Context: an optimization exercise on an open-source flow, tuned for small area and a short achievable clock period. The choices shown serve that exercise and are no tape-out recipe.
Where RTL was checked, it was by simulation tests only, not by an equivalence proof against the original.
No functional check of the RTL was part of runs 1 and 2.
Power figures rest on the tool's default switching activity, not on a simulated workload.

==> design.v <==
package seq_pkg;
  typedef logic [$clog2(8)-1:0] vid_t;
  typedef logic [$clog2(32)-1:0] vreg_t;
  typedef logic [8-1:0] vmask_t;
  typedef enum logic [3:0] {
    VADD,
    VSUB,
    VAND,
    VMUL,
    VMACC,
    VLE,
    VSE
  } op_e;
  typedef enum logic [1:0] {
    UNIT_ALU   = 2'd0,
    UNIT_MUL   = 2'd1,
    UNIT_LOAD  = 2'd2,
    UNIT_STORE = 2'd3
  } unit_e;
  typedef enum logic {
    IDLE,
    WAIT
  } seq_state_e;
  typedef struct packed {
    op_e   op;
    vreg_t vd;
    vreg_t vs1;
    vreg_t vs2;
    logic  use_vd;
    logic  use_vs1;
    logic  use_vs2;
    logic  vm;
  } seq_req_t;
  typedef struct packed {
    vid_t   id;
    op_e    op;
    unit_e  unit;
    vreg_t  vd;
    vreg_t  vs1;
    vreg_t  vs2;
    logic   vm;
    vmask_t hazard;
  } unit_req_t;
  typedef struct packed {
    logic error;
  } seq_resp_t;
  typedef struct packed {
    vmask_t store;
    vmask_t load;
    vmask_t mul;
    vmask_t alu;
  } unit_done_t;
  function automatic unit_e unit_of(op_e op);
    case (op)
      4'd3, 4'd4: unit_of = unit_e'(2'd1);
      4'd5:       unit_of = unit_e'(2'd2);
      4'd6:       unit_of = unit_e'(2'd3);
      default:    unit_of = unit_e'(2'd0);
    endcase
  endfunction
endpackage
module hz_entry (
  input  logic       running_i,
  input  logic [4:0] wreg_i,
  input  logic [4:0] rreg1_i,
  input  logic [4:0] rreg2_i,
  input  logic [3:0] flags_i,
  input  logic [4:0] vd_i,
  input  logic [4:0] vs1_i,
  input  logic [4:0] vs2_i,
  input  logic       use_vd_i,
  input  logic       use_vs1_i,
  input  logic       use_vs2_i,
  input  logic       vm_i,
  input  logic       issue_i,
  output logic       hazard_o,
  output logic [3:0] flags_d_o
);
  logic w_vs1, w_vs2, w_vd, w_z;
  logic r1_vs1, r1_vs2, r1_vd, r1_z;
  logic r2_vs1, r2_vs2, r2_vd, r2_z;
  logic vs1_z, vs2_z, vd_z;
  logic w_hit, r_hit;
  logic w_kill, r1_kill, r2_kill, r0_kill;
  assign w_vs1  = (wreg_i == vs1_i);
  assign w_vs2  = (wreg_i == vs2_i);
  assign w_vd   = (wreg_i == vd_i);
  assign w_z    = (wreg_i == 5'd0);
  assign r1_vs1 = (rreg1_i == vs1_i);
  assign r1_vs2 = (rreg1_i == vs2_i);
  assign r1_vd  = (rreg1_i == vd_i);
  assign r1_z   = (rreg1_i == 5'd0);
  assign r2_vs1 = (rreg2_i == vs1_i);
  assign r2_vs2 = (rreg2_i == vs2_i);
  assign r2_vd  = (rreg2_i == vd_i);
  assign r2_z   = (rreg2_i == 5'd0);
  assign vs1_z  = (vs1_i == 5'd0);
  assign vs2_z  = (vs2_i == 5'd0);
  assign vd_z   = (vd_i == 5'd0);
  assign w_hit = flags_i[0] & ((use_vs1_i & w_vs1) | (use_vs2_i & w_vs2) |
                               (~vm_i & w_z) | (use_vd_i & w_vd));
  assign r_hit = use_vd_i & ((flags_i[1] & r1_vd) | (flags_i[2] & r2_vd) |
                             (flags_i[3] & vd_z));
  assign hazard_o = running_i & (w_hit | r_hit);
  assign w_kill  = issue_i & use_vd_i & w_vd;
  assign r1_kill = issue_i & ((use_vs1_i & r1_vs1) | (use_vs2_i & r1_vs2) | (~vm_i & r1_z));
  assign r2_kill = issue_i & ((use_vs1_i & r2_vs1) | (use_vs2_i & r2_vs2) | (~vm_i & r2_z));
  assign r0_kill = issue_i & ((use_vs1_i & vs1_z) | (use_vs2_i & vs2_z) | ~vm_i);
  assign flags_d_o = running_i ? (flags_i & ~{r0_kill, r2_kill, r1_kill, w_kill})
                               : {~vm_i, use_vs2_i, use_vs1_i, use_vd_i};
endmodule
module state_next (
  input  logic [7:0] running_i,
  input  logic [7:0] free_oh_i,
  input  logic [3:0] th0_i,
  input  logic [3:0] th1_i,
  input  logic [1:0] th2_i,
  input  logic [1:0] th3_i,
  input  logic       wait_i,
  input  logic [31:0] unit_done_i,
  input  logic       addrgen_ack_i,
  input  logic [1:0] unit_i,
  input  logic       issue_i,
  output logic [7:0] running_o,
  output logic [3:0] th0_o,
  output logic [3:0] th1_o,
  output logic [1:0] th2_o,
  output logic [1:0] th3_o,
  output logic       wait_o,
  output logic [3:0] block_o,
  output logic       busy_o
);
  logic [7:0] done_any, stay;
  logic [3:0] down, sel;
  logic       no_done, all_run, one_free;
  logic [3:0] th0_0, th0_1, th1_0, th1_1;
  logic [1:0] th2_0, th2_1, th3_0, th3_1;
  logic       wait_0, full_0, full_1;
  logic [3:0] top_0, top_1;
  assign done_any = unit_done_i[7:0] | unit_done_i[15:8] |
                    unit_done_i[23:16] | unit_done_i[31:24];
  assign down[0]  = |unit_done_i[7:0];
  assign down[1]  = |unit_done_i[15:8];
  assign down[2]  = |unit_done_i[23:16];
  assign down[3]  = |unit_done_i[31:24];
  assign stay     = running_i & ~done_any;
  assign no_done  = ~|(running_i & done_any);
  assign all_run  = &running_i;
  assign one_free = &(running_i | free_oh_i);
  assign sel      = 4'b0001 << unit_i;
  assign running_o = stay | ({8{issue_i}} & free_oh_i);
  assign busy_o    = issue_i | (|stay);
  function automatic logic [3:0] th4_next(logic [3:0] t, logic u, logic d);
    th4_next = (u & ~d) ? {t[2:0], 1'b1} : (d & ~u) ? {1'b0, t[3:1]} : t;
  endfunction
  function automatic logic [1:0] th2_next(logic [1:0] t, logic u, logic d);
    th2_next = (u & ~d) ? {t[0], 1'b1} : (d & ~u) ? {1'b0, t[1]} : t;
  endfunction
  assign th0_0 = th4_next(th0_i, 1'b0, down[0]);
  assign th1_0 = th4_next(th1_i, 1'b0, down[1]);
  assign th2_0 = th2_next(th2_i, 1'b0, down[2]);
  assign th3_0 = th2_next(th3_i, 1'b0, down[3]);
  assign th0_1 = th4_next(th0_i, sel[0], down[0]);
  assign th1_1 = th4_next(th1_i, sel[1], down[1]);
  assign th2_1 = th2_next(th2_i, sel[2], down[2]);
  assign th3_1 = th2_next(th3_i, sel[3], down[3]);
  assign th0_o = issue_i ? th0_1 : th0_0;
  assign th1_o = issue_i ? th1_1 : th1_0;
  assign th2_o = issue_i ? th2_1 : th2_0;
  assign th3_o = issue_i ? th3_1 : th3_0;
  assign wait_0 = wait_i & ~addrgen_ack_i;
  assign wait_o = issue_i ? unit_i[1] : wait_0;
  assign full_0 = no_done & all_run;
  assign full_1 = no_done & (all_run | one_free);
  assign top_0 = {th3_0[1], th2_0[1], th1_0[3], th0_0[3]};
  assign top_1 = {th3_1[1], th2_1[1], th1_1[3], th0_1[3]};
  assign block_o = issue_i ? ({4{unit_i[1] | full_1}} | top_1)
                           : ({4{wait_0 | full_0}} | top_0);
endmodule
module issue_ctl (
  input  logic [2:0] op_i,
  input  logic       req_valid_i,
  input  logic       unit_req_ready_i,
  input  logic       addrgen_ack_i,
  input  logic       wait_i,
  input  logic       valid_i,
  input  logic [3:0] block_i,
  output logic       req_ready_o,
  output logic       resp_valid_o,
  output logic       held_o,
  output logic       issue_o,
  output logic       is_mem_o,
  output logic [1:0] unit_o,
  output logic [3:0] up_o
);
  logic is_alu, is_mul;
  assign is_alu   = ~op_i[2] & ~(op_i[1] & op_i[0]);
  assign is_mul   = (~op_i[2] & op_i[1] & op_i[0]) | (op_i[2] & ~op_i[1] & ~op_i[0]);
  assign unit_o[1] = op_i[2] & (op_i[1] | op_i[0]);
  assign unit_o[0] = (~op_i[2] & op_i[1] & op_i[0]) | (op_i[2] & ~op_i[0]);
  assign is_mem_o = unit_o[1];
  assign held_o  = valid_i & ~unit_req_ready_i;
  assign issue_o = req_valid_i & ~held_o & ~block_i[unit_o];
  assign up_o    = {4{issue_o}} & (4'b0001 << unit_o);
  assign req_ready_o  = (wait_i & addrgen_ack_i) |
                        (~held_o & (req_valid_i ? ((is_alu & ~block_i[0]) | (is_mul & ~block_i[1]))
                                                : ~wait_i));
  assign resp_valid_o = wait_i & addrgen_ack_i;
endmodule
module vector_sequencer (
  input  logic                clk_i,
  input  logic                rst_ni,
  input  logic [22:0]         req_i,
  input  logic                req_valid_i,
  output logic                req_ready_o,
  output logic                resp_o,
  output logic                resp_valid_o,
  output logic                idle_o,
  output logic [32:0]         unit_req_o,
  output logic                unit_req_valid_o,
  input  logic                unit_req_ready_i,
  input  logic [31:0]         unit_done_i,
  input  logic                addrgen_ack_i,
  input  logic                addrgen_error_i
);
  localparam int N = 8;
  logic [3:0] op;
  logic [4:0] vd, vs1, vs2;
  logic       use_vd, use_vs1, use_vs2, vm;
  assign op      = req_i[22:19];
  assign vd      = req_i[18:14];
  assign vs1     = req_i[13:9];
  assign vs2     = req_i[8:4];
  assign use_vd  = req_i[3];
  assign use_vs1 = req_i[2];
  assign use_vs2 = req_i[1];
  assign vm      = req_i[0];
  logic [1:0] unit;
  logic       is_mem;
  logic [N-1:0] running_q;
  logic [N-1:0] free_oh;
  logic [2:0]   next_id;
  always_comb begin
    for (int i = 0; i < N; i++) begin
      free_oh[i] = ~running_q[i];
      for (int j = 0; j < i; j++) free_oh[i] = free_oh[i] & running_q[j];
    end
  end
  assign next_id[0] = free_oh[1] | free_oh[3] | free_oh[5] | free_oh[7];
  assign next_id[1] = free_oh[2] | free_oh[3] | free_oh[6] | free_oh[7];
  assign next_id[2] = free_oh[4] | free_oh[5] | free_oh[6] | free_oh[7];
  logic [3:0] th0_q, th1_q, th0_d, th1_d;
  logic [1:0] th2_q, th3_q, th2_d, th3_d;
  logic [3:0] up;
  logic [3:0]   block_q, block_d;
  logic         wait_q, wait_d;
  logic [N-1:0] running_d;
  logic         held;
  logic         issue;
  logic         busy_q;
  issue_ctl i_issue (
    .op_i             (op[2:0]),
    .req_valid_i      (req_valid_i),
    .unit_req_ready_i (unit_req_ready_i),
    .addrgen_ack_i    (addrgen_ack_i),
    .wait_i           (wait_q),
    .valid_i          (unit_req_valid_o),
    .block_i          (block_q),
    .req_ready_o      (req_ready_o),
    .resp_valid_o     (resp_valid_o),
    .held_o           (held),
    .issue_o          (issue),
    .is_mem_o         (is_mem),
    .unit_o           (unit),
    .up_o             (up)
  );
  assign resp_o       = addrgen_error_i;
  logic busy_d;
  state_next i_next (
    .running_i     (running_q),
    .free_oh_i     (free_oh),
    .th0_i         (th0_q),
    .th1_i         (th1_q),
    .th2_i         (th2_q),
    .th3_i         (th3_q),
    .wait_i        (wait_q),
    .unit_done_i   (unit_done_i),
    .addrgen_ack_i (addrgen_ack_i),
    .unit_i        (unit),
    .issue_i       (issue),
    .running_o     (running_d),
    .th0_o         (th0_d),
    .th1_o         (th1_d),
    .th2_o         (th2_d),
    .th3_o         (th3_d),
    .wait_o        (wait_d),
    .block_o       (block_d),
    .busy_o        (busy_d)
  );
  assign idle_o = ~busy_q;
  always_ff @(posedge clk_i or negedge rst_ni) begin
    if (!rst_ni) begin
      running_q        <= '0;
      busy_q           <= 1'b0;
      wait_q           <= 1'b0;
      unit_req_valid_o <= 1'b0;
      block_q          <= '0;
      th0_q            <= '0;
      th1_q            <= '0;
      th2_q            <= '0;
      th3_q            <= '0;
    end else begin
      running_q        <= running_d;
      busy_q           <= busy_d;
      wait_q           <= wait_d;
      unit_req_valid_o <= issue | held;
      block_q          <= block_d;
      th0_q            <= th0_d;
      th1_q            <= th1_d;
      th2_q            <= th2_d;
      th3_q            <= th3_d;
    end
  end
  logic [N-1:0][4:0] wreg_q, rreg1_q, rreg2_q;
  logic [N-1:0]      wflag_q, rflag1_q, rflag2_q, rflag0_q;
  logic [N-1:0]      hazard;
  for (genvar i = 0; i < N; i++) begin : gen_id
    logic [3:0] flags_d;
    hz_entry i_entry (
      .running_i (running_q[i]),
      .wreg_i    (wreg_q[i]),
      .rreg1_i   (rreg1_q[i]),
      .rreg2_i   (rreg2_q[i]),
      .flags_i   ({rflag0_q[i], rflag2_q[i], rflag1_q[i], wflag_q[i]}),
      .vd_i      (vd),
      .vs1_i     (vs1),
      .vs2_i     (vs2),
      .use_vd_i  (use_vd),
      .use_vs1_i (use_vs1),
      .use_vs2_i (use_vs2),
      .vm_i      (vm),
      .issue_i   (issue),
      .hazard_o  (hazard[i]),
      .flags_d_o (flags_d)
    );
    always_ff @(posedge clk_i) begin
      if (!running_q[i]) begin
        wreg_q[i]  <= vd;
        rreg1_q[i] <= vs1;
        rreg2_q[i] <= vs2;
      end
      {rflag0_q[i], rflag2_q[i], rflag1_q[i], wflag_q[i]} <= flags_d;
    end
  end
  logic [2:0]  id_q;
  logic [2:0]  op_q;
  logic [1:0]  unit_q;
  logic [15:0] regs_q;
  logic [7:0]  hazard_q;
  always_ff @(posedge clk_i) begin
    if (!held) begin
      id_q     <= next_id;
      op_q     <= op[2:0];
      unit_q   <= unit;
      regs_q   <= {vd, vs1, vs2, vm};
      hazard_q <= hazard;
    end
  end
  assign unit_req_o = {id_q, 1'b0, op_q, unit_q, regs_q, hazard_q};
endmodule
==> run.sh <==
#!/bin/bash
# synth_recipe.tcl (not shown) runs the flow's synth.tcl, then flattens the netlist and writes it again
# the make line also repeats each setting of config.mk as NAME=value (left out here)
make -C /OpenROAD-flow-scripts/flow DESIGN_CONFIG=/design/flow/config.mk WORK_HOME=/design/flow/orfs CLKGATE_MAP_FILE= SYNTH_SCRIPT=/design/flow/synth_recipe.tcl finish
==> config.mk <==
export PLATFORM = sky130hd
export DESIGN_NAME = vector_sequencer
export DESIGN_NICKNAME = vector_sequencer
export VERILOG_FILES = /design/flow/design.v
export SDC_FILE = /design/flow/constraint.sdc
export NUM_CORES = 4
export LEC_CHECK = 0
export CAP_MARGIN = 20
export CORE_MARGIN = 2
export CORE_UTILIZATION = 65
export CTS_CLUSTER_DIAMETER = 300
export CTS_CLUSTER_SIZE = 25
export SETUP_SLACK_MARGIN = 2.5
export SLEW_MARGIN = 20
export SYNTH_HIERARCHICAL = 1
export SYNTH_MINIMUM_KEEP_SIZE = 0
==> constraint.sdc <==
create_clock -name core_clock -period 5.0 [get_ports {clk_i}]
set_input_delay 1.0000 -clock core_clock [delete_from_list [all_inputs] [get_ports {clk_i}]]
set_output_delay 1.0000 -clock core_clock [all_outputs]
set_load 0.01 [all_outputs]
==> results of run 1 <==
## layout by cell type, fill, tap and decap left out, types with 6 or more instances in the layout
master and count:
nand4_1 15, nand3b_1 27, nand3_1 35, o311ai_1 16
nor4_1 111, o22ai_1 21, clkdlybuf4s50_1 67, or4_1 24
nand2b_1 10, edfxtp_1 152, mux2_4 8, a21boi_1 8
xor2_1 257, nor2_1 13, a31oi_1 35, dfxtp_1 32
nor3_1 11, xnor2_1 105, clkbuf_16 14, clkbuf_1 6
dfrtp_1 22, o21ai_0 10, buf_4 54, and3_1 24
buf_6 6, mux2i_1 17, inv_1 26, nand2_1 64
## flip-flops by register name, summed over array words and instances, names as in the netlist, 4 cells and up
signal / flops
hazard_q: 8
th0_q: 4
rflag1_q: 8
rreg2_q: 40
regs_q: 16
running_q: 8
block_q: 4
th1_q: 4
wreg_q: 40
rflag2_q: 8
rreg1_q: 40
wflag_q: 8
rflag0_q: 8
## stage by stage
stage | std cells | setup WS (ps)
2_1_floorplan | 1117 | 1710
3_3_place_gp | 1465 | 1100
5_1_grt | 1503 | 2220
6_report | 1503 | 2260
3_5_place_dp | 1465 | 1060
4_1_cts | 1492 | 2250
## cell type report
cell class,instances,area (um^2)
fill,1249,4230
inverter,29,116
tap,234,293
clock buffer,19,348
clock inverter,1,16.3
sequential,211,5890
timing repair buffer,147,1370
multi-input combinational,862,6510
## power groups by stage
| stage | clock, mW | sequential (mW) | combinational (mW) |
|---|---|---|---|
| 2_1_floorplan | 0 | 2.18 | 0.405 |
| 3_3_place_gp | 0 | 2.20 | 0.729 |
| 3_5_place_dp | 0 | 2.20 | 0.751 |
| 4_1_cts | 1.08 | 2.17 | 0.764 |
| 5_1_grt | 1.13 | 2.19 | 0.860 |
| 6_report | 1.07 | 2.17 | 0.798 |
## metal layers
| layer | global-route usage | vias to the layer above | wire (um) |
|---|---|---|---|
| met4 | 0.0839 | 0 | 693 |
| met2 | 0.550 | 427 | 16000 |
| met1 | 0.451 | 4714 | 14200 |
| li1 | - | 4455 | - |
| met5 | 0 | - | 0 |
| met3 | 0.0333 | 60 | 2580 |
## worst max-delay path, cell delays in order
cell,delay [ps]
buf_12,110
o22a_1,200
o221ai_2,170
a31o_1,150
buf_2,120
## repair_timing
| item | CTS | global route |
|---|---|---|
| pin swaps | 4 | 5 |
| gates cloned | 0 | 1 |
| buffers inserted | 7 | 10 |
| resized for setup | 58 | 30 |
| setup endpoints to repair | 68 | 41 |
## worst min path at each step
stage,slack (ps),end,cells past startpoint
after CTS,490,rflag0_q[0],2
after global routing,510,rflag0_q[3],2
after global placement,470,rflag0_q[3],2
after floorplan,460,rflag0_q[0],2
after detailed placement,470,rflag0_q[0],2
final,500,rflag0_q[0],2
==> out/qor.yml, run 1 <==
run_status:
  outcome: "no timing/DRC/antenna violations"
die:
  die_x_um: 142
  die_y_um: 142
  ios: 99
  initial_core_util: 0.664
  core_area_um2: 18800
  rows: 50
  dieArea_um2: 20300
sta:
  clock.fmax_ghz: 0.364
  slew_violations: 0
  max-slew-margin-rel: 0.295
  rsz0062_at_grt: "yes"
  setup_viol: 0
  fin_crit_ps: 2740
  period_share: 0.549
  hold_viol_final: 0
  whs_ps: 496
  fin_skew_ps: 20.8
  fin_setup_tns_ps: 0
  worstMarginPinSlew_ps: 1060
power:
  p_per_area_nw_per_um2: 278
  switchingPower_mw: 1.15
  power.share.clock: 0.265
  leakagePower_nw: 5.31
  power_mw: 4.04
  ir_drop_v: 0.000247
  p_seq_frac: 0.538
  p_comb_frac: 0.197
  swShare: 0.285
  internal-power_mw: 2.89
clocking:
  cts_buffers: 12
  cts_max_level: 1
  clock-sinks: 211
  cts_tree: "yes"
  cts_hold_buf: 0
  clkTransAtPathRegs_ps: 100
  cts_root_buffer: "clkbuf_16"
  insertion_delay_ps: 490
  cts.path.max_buffers: 3
worst_setup_path:
  critPathKind: "in -> out"
  cp-start-kind: "primary input"
  cp-end-kind: "primary output"
  crit_fanout: 5
  reg2reg_depth: 10
  reg2reg_to: "block_q[0]"
  crit_start: "req_i[20]"
  cp.required_ps: 4000
  crit_arrival_ps: 1740
  critPathCapture: "req_ready_o"
  r2r_start: "block_q[1]"
  r2r_slack_ps: 2620
global_route:
  grt_max_degree: 42
  grt_overflow: 0
  grt_usage: 0.324
  antenna_found_initial: 0
  first_global_vias: 9353
  grt_pass1_wl_um: 51100
finish:
  antenna_cells: 0
  final_area_um2: 14500
  drive_gt1_frac: 0.105
  final_util: 0.775
  nets: 1324
  area_delta_synth_final_pct: 16.7
route:
  vias: 9656
  first_iter_violations: 860
  wirelength_um: 33500
  wl_per_cell_um: 22.3
  vias_per_cell: 6.42
  firstDrtPassIters: 6
  antenna_left: 0
  drc: 0
run:
  max_cap_viol_count: 0
placement:
  numPortBuffers: 94
  placed_area_um2: 13900
  dp_hpwl_um: 20200
  place_congestion: 0.870
hold_path:
  min_path_type: "reg -> reg"
  worstHoldStart: "rflag0_q[0]"
synth:
  yosysWarnings: 8
  synth.avg_cell_area_um2: 11.2
  syn_inst: 1117
  synth.cell_area_um2: 12500
  synth_nets: 1178
==> run 2, diff against run 1 <==
--- a/design.v
+++ b/design.v
@@ -61,52 +61,2 @@
 endpackage
-module hz_entry (
-  input  logic       running_i,
-  input  logic [4:0] wreg_i,
-  input  logic [4:0] rreg1_i,
-  input  logic [4:0] rreg2_i,
-  input  logic [3:0] flags_i,
-  input  logic [4:0] vd_i,
-  input  logic [4:0] vs1_i,
-  input  logic [4:0] vs2_i,
-  input  logic       use_vd_i,
-  input  logic       use_vs1_i,
-  input  logic       use_vs2_i,
-  input  logic       vm_i,
-  input  logic       issue_i,
-  output logic       hazard_o,
-  output logic [3:0] flags_d_o
-);
-  logic w_vs1, w_vs2, w_vd, w_z;
-  logic r1_vs1, r1_vs2, r1_vd, r1_z;
-  logic r2_vs1, r2_vs2, r2_vd, r2_z;
-  logic vs1_z, vs2_z, vd_z;
-  logic w_hit, r_hit;
-  logic w_kill, r1_kill, r2_kill, r0_kill;
-  assign w_vs1  = (wreg_i == vs1_i);
-  assign w_vs2  = (wreg_i == vs2_i);
-  assign w_vd   = (wreg_i == vd_i);
-  assign w_z    = (wreg_i == 5'd0);
-  assign r1_vs1 = (rreg1_i == vs1_i);
-  assign r1_vs2 = (rreg1_i == vs2_i);
-  assign r1_vd  = (rreg1_i == vd_i);
-  assign r1_z   = (rreg1_i == 5'd0);
-  assign r2_vs1 = (rreg2_i == vs1_i);
-  assign r2_vs2 = (rreg2_i == vs2_i);
-  assign r2_vd  = (rreg2_i == vd_i);
-  assign r2_z   = (rreg2_i == 5'd0);
-  assign vs1_z  = (vs1_i == 5'd0);
-  assign vs2_z  = (vs2_i == 5'd0);
-  assign vd_z   = (vd_i == 5'd0);
-  assign w_hit = flags_i[0] & ((use_vs1_i & w_vs1) | (use_vs2_i & w_vs2) |
-                               (~vm_i & w_z) | (use_vd_i & w_vd));
-  assign r_hit = use_vd_i & ((flags_i[1] & r1_vd) | (flags_i[2] & r2_vd) |
-                             (flags_i[3] & vd_z));
-  assign hazard_o = running_i & (w_hit | r_hit);
-  assign w_kill  = issue_i & use_vd_i & w_vd;
-  assign r1_kill = issue_i & ((use_vs1_i & r1_vs1) | (use_vs2_i & r1_vs2) | (~vm_i & r1_z));
-  assign r2_kill = issue_i & ((use_vs1_i & r2_vs1) | (use_vs2_i & r2_vs2) | (~vm_i & r2_z));
-  assign r0_kill = issue_i & ((use_vs1_i & vs1_z) | (use_vs2_i & vs2_z) | ~vm_i);
-  assign flags_d_o = running_i ? (flags_i & ~{r0_kill, r2_kill, r1_kill, w_kill})
-                               : {~vm_i, use_vs2_i, use_vs1_i, use_vd_i};
-endmodule
 module state_next (
@@ -326,28 +276,49 @@
   logic [N-1:0]      hazard;
+  logic vs1_z, vs2_z, vd_z, rd_v0;
+  assign vs1_z = (vs1 == 5'd0);
+  assign vs2_z = (vs2 == 5'd0);
+  assign vd_z  = (vd == 5'd0);
+  assign rd_v0 = (use_vs1 & vs1_z) | (use_vs2 & vs2_z) | ~vm;
   for (genvar i = 0; i < N; i++) begin : gen_id
-    logic [3:0] flags_d;
-    hz_entry i_entry (
-      .running_i (running_q[i]),
-      .wreg_i    (wreg_q[i]),
-      .rreg1_i   (rreg1_q[i]),
-      .rreg2_i   (rreg2_q[i]),
-      .flags_i   ({rflag0_q[i], rflag2_q[i], rflag1_q[i], wflag_q[i]}),
-      .vd_i      (vd),
-      .vs1_i     (vs1),
-      .vs2_i     (vs2),
-      .use_vd_i  (use_vd),
-      .use_vs1_i (use_vs1),
-      .use_vs2_i (use_vs2),
-      .vm_i      (vm),
-      .issue_i   (issue),
-      .hazard_o  (hazard[i]),
-      .flags_d_o (flags_d)
-    );
+    logic w_vs1, w_vs2, w_vd, w_z;
+    logic r1_vs1, r1_vs2, r1_vd, r1_z;
+    logic r2_vs1, r2_vs2, r2_vd, r2_z;
+    logic w_hit, r_hit;
+    logic w_kill, r1_kill, r2_kill, r0_kill;
+    assign w_vs1  = (wreg_q[i] == vs1);
+    assign w_vs2  = (wreg_q[i] == vs2);
+    assign w_vd   = (wreg_q[i] == vd);
+    assign w_z    = (wreg_q[i] == 5'd0);
+    assign r1_vs1 = (rreg1_q[i] == vs1);
+    assign r1_vs2 = (rreg1_q[i] == vs2);
+    assign r1_vd  = (rreg1_q[i] == vd);
+    assign r1_z   = (rreg1_q[i] == 5'd0);
+    assign r2_vs1 = (rreg2_q[i] == vs1);
+    assign r2_vs2 = (rreg2_q[i] == vs2);
+    assign r2_vd  = (rreg2_q[i] == vd);
+    assign r2_z   = (rreg2_q[i] == 5'd0);
+    assign w_hit = wflag_q[i] & ((use_vs1 & w_vs1) | (use_vs2 & w_vs2) |
+                                 (~vm & w_z) | (use_vd & w_vd));
+    assign r_hit = use_vd & ((rflag1_q[i] & r1_vd) | (rflag2_q[i] & r2_vd) |
+                             (rflag0_q[i] & vd_z));
+    assign hazard[i] = running_q[i] & (w_hit | r_hit);
+    assign w_kill  = issue & use_vd & w_vd;
+    assign r1_kill = issue & ((use_vs1 & r1_vs1) | (use_vs2 & r1_vs2) | (~vm & r1_z));
+    assign r2_kill = issue & ((use_vs1 & r2_vs1) | (use_vs2 & r2_vs2) | (~vm & r2_z));
+    assign r0_kill = issue & rd_v0;
     always_ff @(posedge clk_i) begin
       if (!running_q[i]) begin
-        wreg_q[i]  <= vd;
-        rreg1_q[i] <= vs1;
-        rreg2_q[i] <= vs2;
+        wreg_q[i]   <= vd;
+        rreg1_q[i]  <= vs1;
+        rreg2_q[i]  <= vs2;
+        wflag_q[i]  <= use_vd;
+        rflag1_q[i] <= use_vs1;
+        rflag2_q[i] <= use_vs2;
+        rflag0_q[i] <= ~vm;
+      end else begin
+        wflag_q[i]  <= wflag_q[i] & ~w_kill;
+        rflag1_q[i] <= rflag1_q[i] & ~r1_kill;
+        rflag2_q[i] <= rflag2_q[i] & ~r2_kill;
+        rflag0_q[i] <= rflag0_q[i] & ~r0_kill;
       end
-      {rflag0_q[i], rflag2_q[i], rflag1_q[i], wflag_q[i]} <= flags_d;
     end
==> run 2 against run 1 <==
  * Still clean
  * Power fell by 2.1%
  * Clock power barely moved
  * Critical path depth did not move
  * Worst hold slack got worse by 17 ps
  * Critical path type unchanged
  * Largest power group unchanged
==> out/qor.yml, run 2 <==
finish:
  final_area_um2: 13900  # -4.4%
  reg_top3: "rreg1_q x40, rreg2_q x40, wreg_q x40"
  final_cell_mix: "xor2_1 (297), edfxtp_1 (152), nor4_1 (81)"
  fin_cells: 1429  # -4.9%
  nets: 1250  # -5.6%
  final_common_cell: "xor2_1"
  area_delta_synth_final_pct: 11.8
  drive_gt1_frac: 0.0837  # -0.0211
  antenna_cells: 0  # unchanged
sta:
  clock.fmax_ghz: 0.365  # +0.11%
  fin_setup_tns_ps: 0  # unchanged
  max-slew-margin-rel: 0.476  # +0.182
  fin_crit_ps: 2740  # -3.09 ps
  fin_skew_ps: 34.9  # +14.1 ps
  rsz0062_at_grt: "yes"
  hold_viol_final: 0  # unchanged
  slew_violations: 0  # unchanged
  period_share: 0.548  # -0.000618
  worstMarginPinSlew_ps: 783  # -275 ps
  setup_viol: 0  # unchanged
run:
  max_cap_viol_count: 0  # unchanged
worst_setup_path:
  r2r_start: "running_q[1]"
  reg2reg_to: "block_q[1]"
  crit_arrival_ps: 1740  # about the same
  cp-start-kind: "primary input"
  cp.required_ps: 4000  # about the same
  r2r_slack_ps: 2680  # +60 ps
  critPathCapture: "req_ready_o"
  crit_start: "req_i[19]"
  crit_fanout: 10  # +5
  critPathKind: "in -> out"
  reg2reg_depth: 7  # -3
  cp-end-kind: "primary output"
clocking:
  cts_hold_buf: 0  # unchanged
  cts_max_level: 1  # unchanged
  clkTransAtPathRegs_ps: 100  # about the same
  cts.path.max_buffers: 3  # unchanged
  cts_tree: "yes"
  clock-sinks: 211  # unchanged
  insertion_delay_ps: 490  # about the same
  cts_buffers: 12  # unchanged
  cts_root_buffer: "clkbuf_16"
synth:
  synth.avg_cell_area_um2: 11.1  # -0.88%
  synth_nets: 1186  # +0.68%
  synth.cell_area_um2: 12400  # -0.17%
  yosysWarnings: 8  # unchanged
  syn_inst: 1125  # +0.72%
power:
  ir_drop_v: 0.000380  # +53%
  swShare: 0.282  # -0.00291
  switchingPower_mw: 1.12  # -3.1%
  p_seq_frac: 0.547  # +0.009
  leakagePower_nw: 5.09  # -4.1%
  power.share.clock: 0.271  # +0.006
  p_comb_frac: 0.182  # -0.015
  internal-power_mw: 2.84  # -1.7%
  p_per_area_nw_per_um2: 285  # +2.4%
die:
  rows: 50  # unchanged
  ios: 99  # unchanged
  dieArea_um2: 20300  # -0.17%
  die_x_um: 142  # about the same
  die_y_um: 142  # about the same
  core_area_um2: 18800  # unchanged
  initial_core_util: 0.663  # -0.00113
route:
  first_iter_violations: 788  # -8.4%
  wirelength_um: 32200  # -3.9%
  antenna_left: 0  # unchanged
  vias_per_cell: 6.32  # -1.6%
  drc: 0  # unchanged
  vias: 9032  # -6.5%
  firstDrtPassIters: 5  # -1
  wl_per_cell_um: 22.6  # +1.1%
global_route:
  antenna_found_initial: 0  # unchanged
  grt_usage: 0.317  # -0.00683
  grt_overflow: 0  # unchanged
  first_global_vias: 9072  # -3.0%
  grt_max_degree: 35  # -17%
  grt_pass1_wl_um: 49600  # -3.0%
hold_path:
  min_path_type: "reg -> reg"
  worstHoldStart: "rflag0_q[2]"
placement:
  dp_hpwl_um: 19700  # -2.4%
  placed_area_um2: 13300  # -4.0%
  numPortBuffers: 94  # unchanged
  place_congestion: 0.828  # -4.7%
  dpl.cell_count: 1398  # -4.6%
run_status:
  outcome: "no timing/DRC/antenna violations"
-- run 2: metrics by stage --
stage / power [mW] / utilization / hold slack [ps] / setup slack (ps)
final: 3.96 / 0.741 / 478 / 2260
after global routing: 4.10 / 0.741 / 500 / 2220
after CTS: 3.95 / 0.733 / 475 / 2290
after detailed placement: 2.89 / 0.709 / 460 / 1260
after global placement: 2.87 / 0.709 / 454 / 1270
after floorplan: 2.63 / - / 445 / 2370
-- run 2: worst min path at each step --
| stage | cells after the start | endpoint | slack [ps] |
|---|---|---|---|
| 6_report | 2 | rflag0_q[2] | 480 |
| 5_1_grt | 2 | rflag0_q[5] | 500 |
| 4_1_cts | 2 | rflag0_q[2] | 470 |
| 3_5_place_dp | 2 | rflag0_q[2] | 460 |
| 3_3_place_gp | 2 | rflag0_q[7] | 450 |
| 2_1_floorplan | 2 | rflag0_q[0] | 440 |
-- run 2: layer usage --
| metal | global-route usage | part of all wire |
|---|---|---|
| met3 | 0.0370 | 0.073 |
| met2 | 0.541 | 0.48 |
| met1 | 0.431 | 0.42 |
| met4 | 0.0938 | 0.019 |
| met5 | 0 | 0 |
-- run 2: what timing repair did --
action,CTS,global route
pin swaps,1,1
resized for setup,57,15
endpoints found under the setup margin,53,28
buffers inserted,3,6
-- run 2: cell type report --
class | instances | area (um^2)
Clock buffer | 19 | 348
Clock inverter | 1 | 16.3
Fill cell | 1283 | 4860
Inverter | 23 | 93.8
Multi-Input combinational cell | 817 | 6090
Sequential cell | 211 | 5890
Tap cell | 234 | 293
Timing Repair Buffer | 124 | 1180
-- run 2: critical path, cell delays in order --
cell and delay (ps):
buf_8 120, and4bb_4 200, o311ai_2 210, nand2_1 70, buf_2 140
-- run 2: power by group through the flow --
stage | sequential, mW | combinational [mW] | clock, mW
after floorplan | 2.18 | 0.456 | 0
after global placement | 2.20 | 0.671 | 0
after detailed placement | 2.20 | 0.689 | 0
after CTS | 2.16 | 0.701 | 1.08
after global routing | 2.18 | 0.780 | 1.14
final | 2.17 | 0.722 | 1.07
==> run 3, diff against run 2 <==
--- a/design.v
+++ b/design.v
@@ -327,3 +327,2 @@
   logic [2:0]  op_q;
-  logic [1:0]  unit_q;
   logic [15:0] regs_q;
@@ -334,3 +333,2 @@
       op_q     <= op[2:0];
-      unit_q   <= unit;
       regs_q   <= {vd, vs1, vs2, vm};
@@ -339,2 +337,5 @@
   end
+  logic [1:0] unit_q;
+  assign unit_q[1] = op_q[2] & (op_q[1] | op_q[0]);
+  assign unit_q[0] = (~op_q[2] & op_q[1] & op_q[0]) | (op_q[2] & ~op_q[0]);
   assign unit_req_o = {id_q, 1'b0, op_q, unit_q, regs_q, hazard_q};
==> flow/run.sh (new file) <==
#!/bin/bash
# Standard layout, with every port buffered by the smallest buffer
# (sky130_fd_sc_hd__buf_1); the resizer still upsizes them where timing needs it.
set -euo pipefail
bash standard.sh "BUFFER_PORTS_ARGS=-buffer_cell sky130_fd_sc_hd__buf_1" finish > standard.log 2>&1
==> standard.sh (new file) <==
#!/bin/bash
# synth_recipe.tcl (not shown) runs the flow's synth.tcl, then flattens the netlist and writes it again
# the make line also repeats each setting of config.mk as NAME=value (left out here)
make -C /OpenROAD-flow-scripts/flow DESIGN_CONFIG=/design/flow/config.mk WORK_HOME=/design/flow/orfs CLKGATE_MAP_FILE= SYNTH_SCRIPT=/design/flow/synth_recipe.tcl "${@:-finish}"
--- a/config.mk
+++ b/config.mk
@@ -12,3 +12,3 @@
 export CTS_CLUSTER_SIZE = 25
-export SETUP_SLACK_MARGIN = 2.5
+export SETUP_SLACK_MARGIN = 2.8
 export SLEW_MARGIN = 20
removed: run.sh
==> run 3 against run 2 <==
  * Design area fell by 0.68%
  * Utilization hardly changed
  * Non-clock buffer count increased by 18
  * Largest power group unchanged
==> out/qor.yml, run 3 <==
run_status:
  outcome: "no timing/DRC/antenna violations"
power:
  p_seq_frac: 0.546  # about the same
  internal-power_mw: 2.80  # -1.5%
  power_mw: 3.92  # -0.89%
  power.share.clock: 0.270  # about the same
  p_per_area_nw_per_um2: 284  # -0.22%
  p_comb_frac: 0.185  # +0.003
  ir_drop_v: 0.000359  # -5.6%
  swShare: 0.287  # +0.00431
  leakagePower_nw: 5.04  # -1.1%
  switchingPower_mw: 1.12  # +0.62%
route:
  firstDrtPassIters: 8  # +3
  drc: 0  # unchanged
  first_iter_violations: 730  # -7.4%
  antenna_left: 0  # unchanged
  vias: 9189  # +1.7%
  vias_per_cell: 6.35  # +0.54%
  wl_per_cell_um: 22.8  # +1.1%
  wirelength_um: 33000  # +2.3%
sta:
  clock.fmax_ghz: 0.360  # -1.2%
  period_share: 0.555  # +0.00693
  fin_ws_ps: 2220  # -34.6 ps
  slew_violations: 0  # unchanged
  hold_viol_final: 0  # unchanged
  fin_crit_ps: 2780  # +34.6 ps
  fin_skew_ps: 26.8  # -8.09 ps
  fin_setup_tns_ps: 0  # unchanged
  whs_ps: 484  # +6.04 ps
  max-slew-margin-rel: 0.473  # -0.00336
  setup_viol: 0  # unchanged
  rsz0062_at_grt: "yes"
  worstMarginPinSlew_ps: 789  # +5.84 ps
finish:
  drive_gt1_frac: 0.116  # +0.0327
  area_delta_synth_final_pct: 12.1
  final_area_um2: 13800  # -0.68%
  final_util: 0.741  # about the same
  nets: 1267  # +1.4%
  reg_top3: "rreg1_q x40, rreg2_q x40, wreg_q x40"
  final_cell_mix: "xor2_1 (291), edfxtp_1 (150), nor4_1 (81)"
  antenna_cells: 0  # unchanged
  fin_cells: 1446  # +1.2%
  final_common_cell: "xor2_1"
hold_path:
  worstHoldStart: "rflag0_q[0]"
  hold_depth: 2  # unchanged
  min_to: "rflag0_q[0]"
  min_path_type: "reg -> reg"
placement:
  dpl.cell_count: 1399  # +0.072%
  placed_area_um2: 12800  # -3.5%
  post-place-ws_ps: 1490  # +230 ps
  dp_hpwl_um: 20000  # +1.6%
  numPortBuffers: 94  # unchanged
  place_congestion: 0.835  # +0.76%
global_route:
  antenna_found_initial: 0  # unchanged
  first_global_vias: 8842  # -2.5%
  grt_overflow: 0  # unchanged
  grt_pass1_wl_um: 49800  # +0.43%
  grt_max_degree: 35  # unchanged
  grt_usage: 0.321  # +0.00339
worst_setup_path:
  critPathKind: "in -> out"
  slowest_stage: "o311ai_4"
  reg2reg_depth: 7  # unchanged
  crit_arrival_ps: 1780  # +40 ps
  slowest_delay_ps: 240  # +30 ps
  cp_cell_sequence: "buf_12, and4bb_4, o311ai_4, nand2_1, buf_2"
  cp.required_ps: 4000  # about the same
  reg2reg_to: "block_q[3]"
  cp-end-kind: "primary output"
  r2r_start: "running_q[5]"
  cp-start-kind: "primary input"
  r2r_slack_ps: 2860  # +180 ps
  crit_start: "req_i[19]"
  crit_fanout: 9  # -1
synth:
  yosysWarnings: 8  # unchanged
  syn_inst: 1124  # -0.089%
  synth.avg_cell_area_um2: 11.0  # -0.79%
  synth_nets: 1185  # -0.084%
  synth.cell_area_um2: 12300  # -0.88%
die:
  dieArea_um2: 20100  # -0.85%
  rows: 50  # unchanged
  ios: 99  # unchanged
  die_x_um: 142  # -0.43%
  die_y_um: 142  # -0.43%
  core_area_um2: 18600  # -0.67%
  initial_core_util: 0.661  # -0.00139
clocking:
  cts.path.max_buffers: 3  # unchanged
  cts_buffers: 12  # unchanged
  cts_root_buffer: "clkbuf_16"
  insertion_delay_ps: 470  # -20 ps
  cts_tree: "yes"
  clock-sinks: 209  # -0.95%
  clkTransAtPathRegs_ps: 70  # -30 ps
  cts_hold_buf: 0  # unchanged
  cts_max_level: 1  # unchanged
run:
  max_cap_viol_count: 0  # unchanged
[run 3: worst max path at each step]
stage / slack (ps) / to / depth (start not counted)
2_1_floorplan: 2370 / req_ready_o / 4
3_3_place_gp: 1530 / rflag0_q[0] / 8
3_5_place_dp: 1490 / rflag0_q[5] / 8
4_1_cts: 2240 / req_ready_o / 5
5_1_grt: 2160 / req_ready_o / 5
6_report: 2220 / req_ready_o / 5
[run 3: timing repair]
item,CTS,global route
gates cloned,0,1
gates resized for setup,72,32
pin swaps,9,12
buffers inserted,14,12
setup endpoints to repair,65,33
[run 3: layout make-up]
type                            instances  area [um^2]
Tap cell                              234          293
Multi-Input combinational cell        818         6230
Clock inverter                          1         16.3
Inverter                               23          108
Timing Repair Buffer                  142          986
Clock buffer                           19          348
Fill cell                            1313         4830
Sequential cell                       209         5840
[run 3: power groups by stage]
stage / clock (mW) / combinational [mW] / sequential, mW
finish: 1.06 / 0.725 / 2.14
global placement: 0 / 0.624 / 2.18
global route: 1.12 / 0.781 / 2.16
CTS: 1.08 / 0.688 / 2.14
floorplan: 0 / 0.472 / 2.15
detailed placement: 0 / 0.642 / 2.18
[run 3: critical path, delay by kind of cell]
kind,cells,cell delay [ps]
AOI/OAI and AO/OA,1,240
buffers and inverters,2,260
and+or+nand+nor,2,280
[run 3: routing by layer]
metal / wire (um) / vias up / share of wire / GRT usage
li1: - / 4222 / - / -
met4: 868 / 0 / 0.026 / 0.0921
met2: 16000 / 399 / 0.48 / 0.537
met3: 2000 / 69 / 0.061 / 0.0290
met5: 0 / - / 0 / 0
met1: 14100 / 4499 / 0.43 / 0.452
==> run 4, diff against run 3 <==
--- a/config.mk
+++ b/config.mk
@@ -7,2 +7,3 @@
 export LEC_CHECK = 0
+export ABC_AREA = 1
 export CAP_MARGIN = 20
@@ -12,3 +13,3 @@
 export CTS_CLUSTER_SIZE = 25
-export SETUP_SLACK_MARGIN = 2.8
+export SETUP_SLACK_MARGIN = 2.5
 export SLEW_MARGIN = 20
==> run 4 against run 3 <==
  * Still clean
  * Worst hold slack hardly changed
  * Largest power group unchanged
  * Worst setup slack better by 120 ps
  * Global-route usage is 6.5 points higher
  * Critical endpoint unchanged
  * Clock power is essentially flat
  * First-iteration DRC count rose to 2.9 times the previous value
  * Non-clock buffer count decreased by 13
  * Cell count grew 68%
==> out/qor.yml, run 4 <==
worst_setup_path:
  crit_fanout: 6  # -3
  cp-end-kind: "primary output"
  crit_arrival_ps: 1650  # -130 ps
  cp-start-kind: "primary input"
  cp_cell_sequence: "buf_12, nand2_4, nand3_2, nand2_1, inv_1, nand2_1, nand2_1, nand2_1, buf_2"
  slowest_stage: "buf_2"
  critPathKind: "in -> out"
  crit_top_cell: "nand2_1"
  cp.required_ps: 4000  # about the same
  critPathTopFamily: "simple AND/OR/NAND/NOR gates"
  crit_buf_inv: 3  # +1
  slowest_delay_ps: 120  # -120 ps
global_route:
  grt_use_met3: 0.0590  # +0.0300
  antenna_found_initial: 1  # +1
  grt_max_degree: 39  # +11%
  grt_usage: 0.385  # +0.0647
  grt_overflow: 0  # unchanged
  top_usage_layer: "met2"
  grtUsageMet2: 0.612  # +0.0754
  first_global_vias: 13240  # +50%
  grt_pass1_wl_um: 70400  # +41%
  met1_usage: 0.523  # +0.0712
route:
  vias: 14375  # +56%
  firstDrtPassIters: 6  # -2
  wirelength_um: 45700  # +39%
  vias_per_cell: 5.92  # -6.8%
  first_iter_violations: 2087  # +190%
  drc: 0  # unchanged
  wl_per_cell_um: 18.8  # -17%
  antenna_left: 0  # unchanged
clocking:
  cts_max_level: 1  # unchanged
  insertion_delay_ps: 490  # +20 ps
  cts.path.max_buffers: 3  # unchanged
  cts_tree: "yes"
  clkTransAtPathRegs_ps: 100  # +30 ps
  cts_root_buffer: "clkbuf_16"
  cts_buffers: 12  # unchanged
  clock-sinks: 209  # unchanged
sta:
  max-slew-margin-rel: 0.213  # -0.260
  whs_ps: 484  # -0.189 ps
  worstMarginPinSlew_ps: 1180  # +391 ps
  slew_violations: 0  # unchanged
  fin_skew_ps: 41.2  # +14.4 ps
  fin_crit_ps: 2650  # -125 ps
  hold_viol_final: 0  # unchanged
  fin_ws_ps: 2350  # +125 ps
  rsz0062_at_grt: "yes"
  clock.fmax_ghz: 0.377  # +4.7%
  period_share: 0.530  # -0.0250
  fin_setup_tns_ps: 0  # unchanged
  setup_viol: 0  # unchanged
synth:
  synth.cell_area_um2: 14200  # +15%
  yosysWarnings: 8  # unchanged
  syn_inst: 2090  # +86%
  synth.avg_cell_area_um2: 6.80  # -38%
  synth_nets: 2151  # +82%
placement:
  dp_hpwl_um: 27400  # +37%
  numPortBuffers: 94  # unchanged
  place_congestion: 0.928  # +11%
  post-place-ws_ps: 2070  # +579 ps
finish:
  drive_gt1_frac: 0.0587  # -0.0577
  reg_top3: "rreg1_q x40, rreg2_q x40, wreg_q x40"
  area_delta_synth_final_pct: 6.45
  antenna_cells: 0  # unchanged
  nets: 2202  # +74%
  final_cell_mix: "nand2_1 (706), nor2_1 (336), inv_1 (199)"
  fillers: 1920  # +46%
  final_common_cell: "nand2_1"
die:
  dieArea_um2: 23100  # +15%
  ios: 99  # unchanged
  die_x_um: 152  # +7.1%
  rows: 54  # +8.0%
  die_y_um: 152  # +7.1%
  core_area_um2: 21600  # +16%
  initial_core_util: 0.657  # -0.00415
power:
  power_mw: 4.27  # +8.8%
  leakagePower_nw: 7.34  # +46%
  ir_drop_v: 0.000384  # +7.2%
  p_per_area_nw_per_um2: 282  # -0.60%
hold_path:
  min_path_type: "reg -> reg"
run_status:
  outcome: "no timing/DRC/antenna violations"
run:
  max_cap_viol_count: 0  # unchanged
-- run 4: metal layers --
layer | part of all wire | vias to the layer above
li1 | - | 6757
met1 | 0.38 | 6475
met2 | 0.45 | 984
met3 | 0.13 | 159
met4 | 0.045 | 0
met5 | 0 | -
-- run 4: worst register-to-register path: cells and delay by family (launching register included) --
family | cells | cell delay [ps]
buffers and inverters | 3 | 370
AND/OR/NAND/NOR | 11 | 1220
flip-flops | 1 | 590
-- run 4: power breakdown --
part | total, mW | switching (mW) | internal [mW] | leakage (nW)
logic | 0.981 | 0.681 | 0.300 | 4.96
clock network | 1.08 | 0.586 | 0.494 | 0.175
registers | 2.21 | 0.157 | 2.05 | 2.21
total | 4.27 | 1.42 | 2.84 | 7.34
-- run 4: final cells by class --
type,count,area (um^2),share of cell area
Tap cell,280,350,0.0232
Clock inverter,1,16.3,0.00108
Clock buffer,19,348,0.0230
Sequential cell,209,5820,0.385
Timing Repair Buffer,129,672,0.0444
Multi-Input combinational cell,1569,7060,0.467
Inverter,220,851,0.0563
-- run 4: timing repair --
item / CTS / global route
endpoints found under the hold margin: 0 / 0
hold buffers: 0 / 0
buffers inserted: 5 / 2
setup endpoints to repair: 5 / 20
pin swaps: 5 / 4
cloned: 0 / 0
resized for setup: 17 / 16
-- run 4: worst paths after layout --
kind | startpoint | end | slack, ps | cells past startpoint
max | req_i[19] | req_ready_o | 2350 | 9
min | rflag0_q[2] | rflag0_q[2] | 480 | 2
max reg2reg | running_q[1] | block_q[3] | 2750 | 14
min reg2reg | rflag0_q[2] | rflag0_q[2] | 480 | 2
max in group asynchronous | rst_ni | running_q[1] | 4210 | 2
min in group asynchronous | rst_ni | th3_q[1] | 510 | 2
-- run 4: per-stage QoR --
stage	instance area, um^2	utilization	cells
finish	15100	0.699	2427
global route	15100	0.699	2427
CTS	15100	0.697	2425
detailed placement	14600	0.676	2400
global placement	14600	0.676	2400
floorplan	14200	-	2090
==> run 5, diff against run 4 <==
--- a/config.mk
+++ b/config.mk
@@ -7,6 +7,5 @@
 export LEC_CHECK = 0
-export ABC_AREA = 1
 export CAP_MARGIN = 20
 export CORE_MARGIN = 2
-export CORE_UTILIZATION = 65
+export CORE_UTILIZATION = 72
 export CTS_CLUSTER_DIAMETER = 300
==> run 5 against run 4 <==
  * Cell count down 42%
  * Sequential power down 3%
  * Critical endpoint unchanged
  * Power down 9.2%
  * Critical path type unchanged
  * Die area down 21%
  * Maximum frequency down 5.3%
  * Worst hold slack worse by 4.0 ps
  * Utilization up 10 points
  * Clock power about the same
  * Largest power group unchanged
  * Synthesized cell count down 46%
  * Flip-flop and latch count unchanged
  * Sequential share of layout area up 5.1 points
  * Still clean on timing, DRC and antenna
==> out/qor.yml, run 5 <==
worst_setup_path:
  critPathKind: "in -> out"
  slowest_delay_ps: 320  # +200 ps
  cp-start-kind: "primary input"
  r2r_slack_ps: 2700  # -50 ps
  crit_arrival_ps: 1800  # +150 ps
  cp-end-kind: "primary output"
  cp.required_ps: 4000  # about the same
  cp_cell_sequence: "buf_6, nor4b_4, o311ai_2, nand2_1, buf_2"
  slowest_stage: "nor4b_4"
  crit_fanout: 10  # +4
sta:
  fin_skew_ps: 30.2  # -10.9 ps
  clock.fmax_ghz: 0.357  # -5.3%
  rsz0062_at_grt: "yes"
  fin_crit_ps: 2800  # +148 ps
  fin_setup_tns_ps: 0  # unchanged
  worstMarginPinSlew_ps: 946  # -234 ps
  setup_viol: 0  # unchanged
  max-slew-margin-rel: 0.369  # +0.156
  whs_ps: 480  # -3.96 ps
  fin_ws_ps: 2200  # -148 ps
  period_share: 0.560  # +0.0295
  slew_violations: 0  # unchanged
  hold_viol_final: 0  # unchanged
finish:
  drive_gt1_frac: 0.0843  # +0.0256
  fin_cells: 1419  # -42%
  reg_top3: "rreg1_q x40, rreg2_q x40, wreg_q x40"
  final_common_cell: "xor2_1"
  fillers: 1036  # -46%
  nets: 1253  # -43%
  final_cell_mix: "xor2_1 (292), edfxtp_1 (150), nor4_1 (81)"
  area_delta_synth_final_pct: 8.58
clocking:
  cts_tree: "yes"
  cts_hold_buf: 0  # unchanged
  clkTransAtPathRegs_ps: 100  # about the same
  clock-sinks: 209  # unchanged
  cts_root_buffer: "clkbuf_16"
  cts_max_level: 1  # unchanged
  cts_buffers: 12  # unchanged
  insertion_delay_ps: 480  # about the same
  cts.path.max_buffers: 3  # unchanged
die:
  initial_core_util: 0.741  # +0.0836
  die_y_um: 135  # -11%
  die_x_um: 135  # -11%
  core_area_um2: 16600  # -23%
  rows: 47  # -13%
  ios: 99  # unchanged
  dieArea_um2: 18200  # -21%
route:
  dr_wl_met2_um: 15200  # -25%
  wl_met1_um: 12700  # -27%
  antenna_left: 0  # unchanged
  top_layer: "met4"
  drc: 0  # unchanged
  vias: 9279  # -35%
  wl_per_cell_um: 22.1  # +18%
  met3WireLength_um: 2650  # -55%
  wirelength_um: 31400  # -31%
  first_iter_violations: 1062  # -49%
  firstDrtPassIters: 7  # +1
  vias_per_cell: 6.54  # +10%
global_route:
  grt_usage: 0.347  # -0.0381
  grt_max_degree: 34  # -13%
  first_global_vias: 9115  # -31%
  grt_overflow: 0  # unchanged
  antenna_found_initial: 0  # -1
  grt_pass1_wl_um: 49000  # -31%
synth:
  synth_nets: 1185  # -45%
  syn_inst: 1124  # -46%
  yosysWarnings: 8  # unchanged
  synth.cell_area_um2: 12300  # -13%
  synth.avg_cell_area_um2: 11.0  # +61%
run:
  max_cap_viol_count: 0  # unchanged
power:
  switchingPower_mw: 1.11  # -22%
  power.share.clock: 0.273  # +0.020
  ir_drop_v: 0.000301  # -22%
  leakagePower_nw: 4.87  # -34%
  p_seq_frac: 0.554  # +0.037
  p_comb_frac: 0.173  # -0.057
  swShare: 0.286  # -0.0475
  internal-power_mw: 2.77  # -2.7%
  p_per_area_nw_per_um2: 290  # +2.6%
placement:
  numPortBuffers: 94  # unchanged
  dpl.cell_count: 1388  # -42%
  place_congestion: 0.914  # -1.4%
  dp_hpwl_um: 19500  # -29%
  post-place-ws_ps: 1450  # -614 ps
run_status:
  outcome: "no timing/DRC/antenna violations"
hold_path:
  min_path_type: "reg -> reg"
run 5: repair_timing:
| action | CTS | global route |
|---|---|---|
| gates resized for setup | 26 | 22 |
| pin swaps | 2 | 0 |
| setup endpoints to repair | 57 | 14 |
| setup buffers | 6 | 4 |
run 5: final cells by class:
class | count | area (um^2) | area share
multi-input combinational | 818 | 6100 | 0.456
sequential | 209 | 5830 | 0.436
timing repair buffer | 128 | 713 | 0.0533
clock buffer | 19 | 348 | 0.0260
tap | 220 | 275 | 0.0206
inverter | 23 | 97.6 | 0.00729
clock inverter | 1 | 16.3 | 0.00122
antenna | 1 | 2.50 | 0.000187
run 5: path summary, 6_finish.rpt:
path / startpoint / endpoint / cells past startpoint
worst max-delay path: req_i[19] / req_ready_o / 5
worst min-delay path: rflag0_q[2] / rflag0_q[2] / 2
worst max register to register: running_q[5] / block_q[2] / 7
worst min register to register: rflag0_q[2] / rflag0_q[2] / 2
max in group asynchronous: rst_ni / running_q[1] / 2
min in group asynchronous: rst_ni / running_q[4] / 2
run 5: worst max-delay path, delay by kind of cell:
family	cells	cell delay, ps
and+or+nand+nor	2	400
buffers and inverters	2	260
AOI/OAI and AO/OA	1	130
run 5: stage by stage:
step / area, um^2 / power [mW] / utilization
CTS: 13300 / 3.85 / 0.799
detailed placement: 12800 / 2.81 / 0.768
global route: 13400 / 4.01 / 0.804
global placement: 12800 / 2.79 / 0.768
floorplan: 12400 / 2.61 / -
finish: 13400 / 3.88 / 0.804
run 5: per-layer routing:
layer / GRT usage / up-vias
met5: 0 / -
met4: 0.106 / 0
met3: 0.0473 / 88
met2: 0.579 / 500
met1: 0.478 / 4486
li1: - / 4205
run 5: power by group through the flow:
stage          Clock (mW)  Combinational (mW)  Sequential (mW)
6_report             1.06               0.670             2.15
5_1_grt              1.12               0.725             2.16
4_1_cts              1.05               0.656             2.14
3_5_place_dp            0               0.632             2.18
3_3_place_gp            0               0.612             2.17
2_1_floorplan           0               0.454             2.15
==> run 6, diff against run 5 <==
--- a/config.mk
+++ b/config.mk
@@ -7,5 +7,6 @@
 export LEC_CHECK = 0
+export ABC_CLOCK_PERIOD_IN_PS = 1500
 export CAP_MARGIN = 20
 export CORE_MARGIN = 2
-export CORE_UTILIZATION = 72
+export CORE_UTILIZATION = 65
 export CTS_CLUSTER_DIAMETER = 300
==> run 6 against run 5 <==
  * Global-route usage fell by 2.3 points
  * Still clean on timing, DRC and antenna
  * Largest power group unchanged
  * Worst setup slack better by 8.3 ps
  * Via count fell by 1.2%
  * Cell count rose by 1.1%
  * Largest cell class unchanged
  * Sequential share of layout area fell by 0.16 points
  * Clock skew fell by 9.6 ps
  * Flip-flop and latch count did not move
  * Die area rose by 10%
  * First-iteration DRC count down 21%
  * Design area up 0.28%
  * Synthesized cell count did not move
==> out/qor.yml, run 6 <==
run_status:
  outcome: "no timing/DRC/antenna violations"
die:
  dieArea_um2: 20100  # +10%
  die_y_um: 142  # +5.1%
  initial_core_util: 0.661  # -0.0795
  rows: 50  # +6.4%
  die_x_um: 142  # +5.1%
  ios: 99  # unchanged
  core_area_um2: 18600  # +12%
finish:
  drive_gt1_frac: 0.0875  # +0.00319
  fin_cells: 1434  # +1.1%
  antenna_cells: 0  # -1
  reg_top3: "rreg1_q x40, rreg2_q x40, wreg_q x40"
  final_common_cell: "xor2_1"
  multiInputGateArea_um2: 6110  # +0.16%
  final_cell_mix: "xor2_1 (292), edfxtp_1 (150), nor4_1 (81)"
  final_area_um2: 13400  # +0.28%
  area_delta_synth_final_pct: 8.88
  fillers: 1380  # +33%
  register_area_um2: 5830  # about the same
  nets: 1255  # +0.16%
power:
  p_seq_frac: 0.553  # about the same
  swShare: 0.287  # +0.000444
  leakagePower_nw: 4.88  # +0.34%
  ir_drop_v: 0.000325  # +7.7%
  power.share.clock: 0.272  # about the same
  switchingPower_mw: 1.11  # +0.13%
  p_comb_frac: 0.174  # about the same
  p_per_area_nw_per_um2: 289  # -0.31%
  internal-power_mw: 2.77  # about the same
global_route:
  grt_pass1_wl_um: 49900  # +1.8%
  grt_usage: 0.324  # -0.0234
  grt_max_degree: 35  # +2.9%
  antenna_found_initial: 0  # unchanged
  grt_overflow: 0  # unchanged
  first_global_vias: 8879  # -2.6%
worst_setup_path:
  crit_arrival_ps: 1790  # about the same
  critPathKind: "in -> out"
  slowest_stage: "o311ai_4"
  cp.required_ps: 4000  # about the same
  crit_fanout: 6  # -4
  cp_cell_sequence: "buf_12, and4bb_4, o311ai_4, nand2_1, buf_2"
  slowest_delay_ps: 250  # -70 ps
  cp-start-kind: "primary input"
  cp-end-kind: "primary output"
sta:
  fin_skew_ps: 20.6  # -9.64 ps
  rsz0062_at_grt: "yes"
  fin_ws_ps: 2210  # +8.26 ps
  worstMarginPinSlew_ps: 997  # +50.4 ps
  whs_ps: 474  # -6.31 ps
  hold_viol_final: 0  # unchanged
  fin_setup_tns_ps: 0  # unchanged
  fin_crit_ps: 2790  # -8.26 ps
  clock.fmax_ghz: 0.358  # +0.30%
  max-slew-margin-rel: 0.336  # -0.0336
  period_share: 0.558  # -0.00165
  setup_viol: 0  # unchanged
  slew_violations: 0  # unchanged
clocking:
  insertion_delay_ps: 480  # about the same
  cts_tree: "yes"
  cts_buffers: 12  # unchanged
  cts_root_buffer: "clkbuf_16"
  cts.path.max_buffers: 3  # unchanged
  cts_max_level: 1  # unchanged
  clock-sinks: 209  # unchanged
  clkTransAtPathRegs_ps: 100  # about the same
synth:
  synth_nets: 1185  # unchanged
  syn_inst: 1124  # unchanged
  synth.cell_area_um2: 12300  # unchanged
  yosysWarnings: 8  # unchanged
  synth.avg_cell_area_um2: 11.0  # unchanged
placement:
  placed_area_um2: 12800  # +0.16%
  dp_hpwl_um: 20100  # +2.9%
  place_congestion: 0.879  # -3.8%
  numPortBuffers: 94  # unchanged
  post-place-ws_ps: 1620  # +164 ps
  dpl.cell_count: 1402  # +1.0%
route:
  first_iter_violations: 837  # -21%
  wl_per_cell_um: 22.7  # +2.5%
  wirelength_um: 32500  # +3.6%
  antenna_left: 0  # unchanged
  vias_per_cell: 6.39  # -2.3%
  firstDrtPassIters: 5  # -2
  drc: 0  # unchanged
  vias: 9166  # -1.2%
hold_path:
  min_path_type: "reg -> reg"
run:
  max_cap_viol_count: 0  # unchanged
## run 6: metal layers
metal	vias to the layer above	share of wire	GRT usage
li1	4200	-	-
met1	4492	0.43	0.466
met2	410	0.47	0.522
met3	64	0.071	0.0364
met4	0	0.025	0.101
met5	-	0	0
## run 6: cell type report
| cell class | instances | area share |
|---|---|---|
| Sequential cell | 209 | 0.434 |
| Multi-Input combinational cell | 818 | 0.455 |
| Clock buffer | 19 | 0.0259 |
| Inverter | 23 | 0.00727 |
| Timing Repair Buffer | 130 | 0.0544 |
| Tap cell | 234 | 0.0218 |
| Clock inverter | 1 | 0.00121 |
## run 6: final timing paths
| path | end | startpoint | depth (start not counted) | slack (ps) |
|---|---|---|---|---|
| worst max register to register | block_q[2] | running_q[3] | 7 | 2620 |
| max in group asynchronous | running_q[2] | rst_ni | 2 | 4220 |
| worst min-delay path | rflag0_q[3] | rflag0_q[3] | 2 | 470 |
| min in group asynchronous | wait_q | rst_ni | 2 | 500 |
| worst min register to register | rflag0_q[3] | rflag0_q[3] | 2 | 470 |
| worst max-delay path | req_ready_o | req_i[20] | 5 | 2210 |
## run 6: metrics by stage
step | power (mW) | utilization
floorplan | 2.61 | -
global placement | 2.80 | 0.687
detailed placement | 2.82 | 0.687
CTS | 3.87 | 0.714
global route | 4.02 | 0.720
finish | 3.88 | 0.720
## run 6: critical path, delay by kind of cell
family / cells / cell delay, ps
AOI/OAI and AO/OA: 1 / 250
buffers and inverters: 2 / 250
and+or+nand+nor: 2 / 290
## run 6: power by group through the flow
stage / Combinational [mW] / Clock [mW] / Sequential [mW]
after floorplan: 0.454 / 0 / 2.15
after global placement: 0.625 / 0 / 2.18
after detailed placement: 0.642 / 0 / 2.18
after CTS: 0.659 / 1.07 / 2.14
after global routing: 0.734 / 1.12 / 2.16
final: 0.675 / 1.06 / 2.15
## run 6: what timing repair did
item / 4_1_cts / 5_1_grt
endpoints found under the setup margin: 43 / 17
hold buffers: 0 / 0
setup buffers: 5 / 7
cloned: 0 / 0
pin swaps: 2 / 5
gates resized for setup: 33 / 16
==> run 7, diff against run 6 <==
--- a/config.mk
+++ b/config.mk
@@ -7,3 +7,3 @@
 export LEC_CHECK = 0
-export ABC_CLOCK_PERIOD_IN_PS = 1500
+export ABC_CLOCK_PERIOD_IN_PS = 3000
 export CAP_MARGIN = 20
==> run 7 against run 6 <==
  * Largest cell class unchanged
  * Largest power group unchanged
  * Synthesized cell count stayed put
  * Utilization is the same
  * Critical endpoint unchanged
  * Non-clock buffer count is the same
  * Highest routed layer unchanged
==> out/qor.yml, run 7 <==
run_status:
  outcome: "no timing/DRC/antenna violations"
placement:
  placed_area_um2: 12800  # unchanged
  place_congestion: 0.879  # unchanged
  dp_hpwl_um: 20100  # unchanged
  numPortBuffers: 94  # unchanged
  dpl.cell_count: 1402  # unchanged
  post-place-ws_ps: 1620  # unchanged
clocking:
  cts_max_level: 1  # unchanged
  cts_buffers: 12  # unchanged
  cts_root_buffer: "clkbuf_16"
  insertion_delay_ps: 480  # about the same
  clkTransAtPathRegs_ps: 100  # about the same
  cts.path.max_buffers: 3  # unchanged
  cts_hold_buf: 0  # unchanged
  clock-sinks: 209  # unchanged
  cts_tree: "yes"
worst_setup_path:
  slowest_stage: "o311ai_4"
  cp_cell_sequence: "buf_12, and4bb_4, o311ai_4, nand2_1, buf_2"
  cp.required_ps: 4000  # about the same
  critPathKind: "in -> out"
  cp-start-kind: "primary input"
  r2r_slack_ps: 2620  # about the same
  critPathTopFamily: "simple AND/OR/NAND/NOR gates"
  crit_buf_inv: 2  # unchanged
  crit_fanout: 6  # unchanged
  reg2reg_to: "block_q[2]"
  crit_arrival_ps: 1790  # about the same
  slowest_delay_ps: 250  # about the same
  r2r_start: "running_q[3]"
  cp-end-kind: "primary output"
  reg2reg_depth: 7  # unchanged
power:
  ir_drop_v: 0.000325  # unchanged
  leakagePower_nw: 4.88  # unchanged
  power_mw: 3.88  # unchanged
  p_per_area_nw_per_um2: 289  # unchanged
finish:
  final_cell_mix: "xor2_1 (292), edfxtp_1 (150), nor4_1 (81)"
  reg_top3: "rreg1_q x40, rreg2_q x40, wreg_q x40"
  area_delta_synth_final_pct: 8.88  # unchanged
  fin_cells: 1434  # unchanged
  antenna_cells: 0  # unchanged
  drive_gt1_frac: 0.0875  # unchanged
  final_common_cell: "xor2_1"
  final_area_um2: 13400  # unchanged
  nets: 1255  # unchanged
route:
  wirelength_um: 32500  # unchanged
  first_iter_violations: 837  # unchanged
  vias: 9166  # unchanged
  vias_per_cell: 6.39  # unchanged
  drc: 0  # unchanged
  wl_per_cell_um: 22.7  # unchanged
  firstDrtPassIters: 5  # unchanged
  antenna_left: 0  # unchanged
global_route:
  grt_pass1_wl_um: 49900  # unchanged
  first_global_vias: 8879  # unchanged
  grt_max_degree: 35  # unchanged
  antenna_found_initial: 0  # unchanged
  grt_usage: 0.324  # unchanged
  grt_overflow: 0  # unchanged
die:
  initial_core_util: 0.661  # unchanged
  die_x_um: 142  # unchanged
  core_area_um2: 18600  # unchanged
  die_y_um: 142  # unchanged
  dieArea_um2: 20100  # unchanged
  rows: 50  # unchanged
  ios: 99  # unchanged
sta:
  clock.fmax_ghz: 0.358  # unchanged
  fin_skew_ps: 20.6  # unchanged
  fin_ws_ps: 2210  # unchanged
  slew_violations: 0  # unchanged
  fin_crit_ps: 2790  # unchanged
  rsz0062_at_grt: "yes"
  period_share: 0.558  # unchanged
  fin_setup_tns_ps: 0  # unchanged
  setup_viol: 0  # unchanged
  worstMarginPinSlew_ps: 997  # unchanged
  max-slew-margin-rel: 0.336  # unchanged
  hold_viol_final: 0  # unchanged
synth:
  syn_inst: 1124  # unchanged
  synth.avg_cell_area_um2: 11.0  # unchanged
  synth.cell_area_um2: 12300  # unchanged
  synth_nets: 1185  # unchanged
  yosysWarnings: 8  # unchanged
hold_path:
  worstHoldStart: "rflag0_q[3]"
  hold_depth: 2  # unchanged
  min_path_type: "reg -> reg"
  min_to: "rflag0_q[3]"
run:
  max_cap_viol_count: 0  # unchanged
==> run 7: through the flow <==
step           hold WS [ps]   util
3_5_place_dp            459  0.687
5_1_grt                 495  0.720
3_3_place_gp            453  0.687
4_1_cts                 473  0.714
6_report                474  0.720
2_1_floorplan           444      -
==> run 7: routing by layer <==
metal	track usage	part of all wire
met1	0.466	0.43
met2	0.522	0.47
met3	0.0364	0.071
met4	0.101	0.025
met5	0	0
==> run 7: timing repair <==
item                                    4_1_cts  5_1_grt
gates resized for setup                      33       16
pin swaps                                     2        5
buffers inserted                              5        7
endpoints found under the setup margin       43       17
endpoints found under the hold margin         0        0
cloned                                        0        0
==> run 7: worst max-delay path by stage <==
stage / start / end / slack [ps] / depth (start not counted)
3_3_place_gp: req_i[19] / th0_q[1] / 1680 / 10
4_1_cts: req_i[19] / req_ready_o / 2230 / 5
5_1_grt: req_i[20] / req_ready_o / 2190 / 5
6_report: req_i[20] / req_ready_o / 2210 / 5
2_1_floorplan: req_i[21] / req_ready_o / 2370 / 4
3_5_place_dp: req_i[19] / th0_q[1] / 1620 / 10
==> run 7: area by class of cell <==
| type | count | area (um^2) |
|---|---|---|
| clock buffer | 19 | 348 |
| clock inverter | 1 | 16.3 |
| fill | 1380 | 5220 |
| inverter | 23 | 97.6 |
| multi-input combinational | 818 | 6110 |
| sequential | 209 | 5830 |
| tap | 234 | 293 |
| timing repair buffer | 130 | 731 |
==> run 7: tightest hold or removal path, delay by kind of cell (launching register included) <==
| family | cells | cell delay, ps |
|---|---|---|
| flops | 1 | 320 |
| simple gates | 1 | 60 |
| compound gates | 1 | 50 |
==> run 7: power breakdown <==
group          switching (mW)  internal (mW)  total, mW
Combinational           0.402          0.273      0.675
Clock                   0.563          0.493       1.06
Sequential              0.146           2.00       2.15
Total                    1.11           2.77       3.88

## static timing again, ports no longer ideal
In the flow no input, the clock included, has a driving cell. The finished layouts below were timed again as built, in two steps.
Step 1 assumes that a clkbuf_16 drives the clock port and a buf_2 every other input.
Step 2 moves the port delays by t, midway between the first and last clock arrival at a register: inputs arrive t later, outputs are due t later. That takes back most of the time a late clock gives input paths.
Slacks: ideal / step 1 / step 2; pairs: ideal / step 1.
run	shift t [ns]	setup WS [ns]	worst data-port slew with drivers (ns)
run 1	0.530	2.255 / 2.198 / 1.823	0.07
run 2	0.520	2.258 / 2.213 / 2.034	0.06
run 3	0.502	2.224 / 2.155 / 1.945	0.09
run 4	0.516	2.348 / 2.299 / 2.094	0.06
run 5	0.504	2.201 / 2.157 / 2.049	0.06
run 6	0.508	2.209 / 2.149 / 1.909	0.06
run 7	0.508	2.209 / 2.149 / 1.909	0.06
After both steps setup and hold are still met in every run listed. The setup slack of run 1, which loses most, moves by -0.057 ns with the drivers and by -0.432 ns with both steps.
